Source: an optimization exercise on an open RTL-to-GDS flow (aim: small area, a short achievable clock period and few clock cycles per item). Production flows keep margins and buffers that such runs may drop.
The RTL was checked by simulation tests, not by an equivalence proof against the original design.

run A:
==> flow/design.v (excerpt) <==
module multDivUnit (
  input  logic        clk,
  input  logic        reset,
  input  logic [2:0]  reqOp,
  input  logic [31:0] reqLOp,
  input  logic [31:0] reqROp,
  input  logic        reqValid,
  output logic        reqCredit,
  output logic [31:0] respResult,
  output logic        respDivByZero,
  output logic        respDivOverflow,
  output logic        respValid,
  input  logic        respCredit
);
export LEC_CHECK = 0
export CAP_MARGIN = 20
export CORE_MARGIN = 2
export CORE_UTILIZATION = 50
export SETUP_SLACK_MARGIN = 1.5
export SLEW_MARGIN = 20
create_clock -name core_clock -period 6.0 [get_ports {clk}]
standard.sh (not shown) runs the stock make flow with config.mk's settings and CLKGATE_MAP_FILE= SYNTH_SCRIPT=/design/flow/synth_recipe.tcl, a recipe that flattens the netlist after the stock synthesis.
==> flow/flow/run.sh <==
#!/bin/bash
set -o pipefail
export BUFFER_PORTS_ARGS="-buffer_cell sky130_fd_sc_hd__buf_1"
bash standard.sh > standard.log 2>&1
Having completed the whole flow, run A delivered a layout that passed the timing, DRC and antenna checks.
Testbench counts of run A, summed over its fixed seeds: cycles 34,639, ops 3,200.
[inputs] run B vs run A
# run A
export LEC_CHECK = 0
export CAP_MARGIN = 20
export CORE_MARGIN = 2
export CORE_UTILIZATION = 50
export SETUP_SLACK_MARGIN = 1.5
export SLEW_MARGIN = 20
create_clock -name core_clock -period 6.0 [get_ports {clk}]
# run B
export LEC_CHECK = 0
export CAP_MARGIN = 20
export CORE_MARGIN = 2
export CORE_UTILIZATION = 40
export SETUP_SLACK_MARGIN = 1.5
export SLEW_MARGIN = 20
create_clock -name core_clock -period 6.0 [get_ports {clk}]
Diff run B..run A | clock slew at the register clock pins of the worst setup and hold paths | negligible. On area share of buffers outside the clock network, run A tracks run B almost exactly. When run B is measured against run A, its post-route minimum period turns out 0.040 ns lower. Worst hold-check slack: run B better than run A. Compared to run A, the router laid down more metal wire for run B. The higher final weighted congestion of routability-driven global placement came out of run A. Going from run A to run B, finished layout cell area moved up; worst relative slew slack now sits higher; utilization -11 points.
Setup changes, run B to run C
# run B
export LEC_CHECK = 0
export CAP_MARGIN = 20
export CORE_MARGIN = 2
export CORE_UTILIZATION = 40
export SETUP_SLACK_MARGIN = 1.5
export SLEW_MARGIN = 20
create_clock -name core_clock -period 6.0 [get_ports {clk}]
# run C
export LEC_CHECK = 0
export CAP_MARGIN = 20
export CORE_MARGIN = 2
export CORE_UTILIZATION = 40
export CTS_BUF_LIST = sky130_fd_sc_hd__clkbuf_8
export SETUP_SLACK_MARGIN = 1.5
export SLEW_MARGIN = 20
create_clock -name core_clock -period 6.0 [get_ports {clk}]
[summary]
Status | run B and run C | clean. Routed length on met1: lower on run C. First-iteration DRC count, run B and run C: higher on run C. Run C ends up with a clock skew after layout that is 0.0064 ns higher than in run B. Against run B, design area in run C came out better. In the flow results for run B and run C, the final period utilization is larger on run C. As far as number of placed I/O pins goes, run C and run B are indistinguishable; the numbers are identical. The number of signal-net buffers in the layout in run C sits 3 above the value recorded for run B.
[inputs] run D vs run C
# run C
export LEC_CHECK = 0
export CAP_MARGIN = 20
export CORE_MARGIN = 2
export CORE_UTILIZATION = 40
export CTS_BUF_LIST = sky130_fd_sc_hd__clkbuf_8
export SETUP_SLACK_MARGIN = 1.5
export SLEW_MARGIN = 20
create_clock -name core_clock -period 6.0 [get_ports {clk}]
# run D
export LEC_CHECK = 0
export CAP_MARGIN = 20
export CORE_MARGIN = 2
export CORE_UTILIZATION = 40
export CTS_BUF_LIST = sky130_fd_sc_hd__clkbuf_8
export PLACE_DENSITY = 0.75
export SETUP_SLACK_MARGIN = 1.5
export SLEW_MARGIN = 20
create_clock -name core_clock -period 6.0 [get_ports {clk}]
==> comparison <==
- Summary of run D over run C: clock period minus worst slack shrank by 0.018 ns; wire length of the first global-routing pass dropped 3.2%; final cell count without fillers shows no meaningful change.
- Run C has a higher design area than run D.
- Run C -> run D: post-synthesis instance area delta 0, exact match
- [compare] base=run C new=run D: largest stage delay on the critical path shows a reduction of 0.05 ns, non-clock buffer total of the final layout -about 1.4%.
What run E does differently from run D at the input level:
# run D
export LEC_CHECK = 0
export CAP_MARGIN = 20
export CORE_MARGIN = 2
export CORE_UTILIZATION = 40
export CTS_BUF_LIST = sky130_fd_sc_hd__clkbuf_8
export PLACE_DENSITY = 0.75
export SETUP_SLACK_MARGIN = 1.5
export SLEW_MARGIN = 20
create_clock -name core_clock -period 6.0 [get_ports {clk}]
# run E
export LEC_CHECK = 0
export CAP_MARGIN = 20
export CORE_MARGIN = 2
export CORE_UTILIZATION = 40
export CTS_BUF_LIST = sky130_fd_sc_hd__clkbuf_8
export SETUP_SLACK_MARGIN = 1.7
export SLEW_MARGIN = 20
create_clock -name core_clock -period 6.0 [get_ports {clk}]
Findings:
Utilization run D -> run E: up. The average wire per cell in the routed design in run E is 1.06 times that in run D. Against run D, the final cell area of run E is higher. Run E — first-iteration DRC count about 3.4% lower, run D as reference. For the global-route usage, run E came in 1.6 points higher than run D did.

-- what the ideal ports hide --
Ports are ideal in the flow. The routed layouts listed here were re-timed in OpenROAD.
Step 1, drivers: a clkbuf_16 drives clk and a buf_2 each remaining input, both assumed.
Step 2 times the ports against the registers' clock, not the clock port: input delays grow and output delays shrink by t, the midpoint of the rising clock arrivals with the driver on.
Slacks: ideal / step 1 / step 2; pairs: ideal / step 1.
run | t, ns | setup slack, ns | hold WS [ns] | slew at the worst register clock pin (ns) | pins driven straight from the clock port
run A | 0.488 | 1.652 / 1.652 / 1.248 | 0.595 / 0.595 / 0.595 | 0.07 / 0.07 | 1
run B | 0.504 | 1.692 / 1.695 / 1.220 | 0.641 / 0.641 / 0.641 | 0.07 / 0.07 | 1
run C | 0.538 | 1.621 / 1.621 / 1.205 | 0.647 / 0.647 / 0.647 | 0.10 / 0.10 | 1
run D | 0.523 | 1.639 / 1.639 / 1.477 | 0.649 / 0.649 / 0.649 | 0.10 / 0.10 | 1
run E | 0.542 | 1.749 / 1.749 / 1.466 | 0.646 / 0.646 / 0.646 | 0.11 / 0.11 | 1
After both steps every run listed still meets setup and hold. The setup slack of run B, which loses most, moves by +0.003 ns with the drivers and by -0.472 ns with both steps.
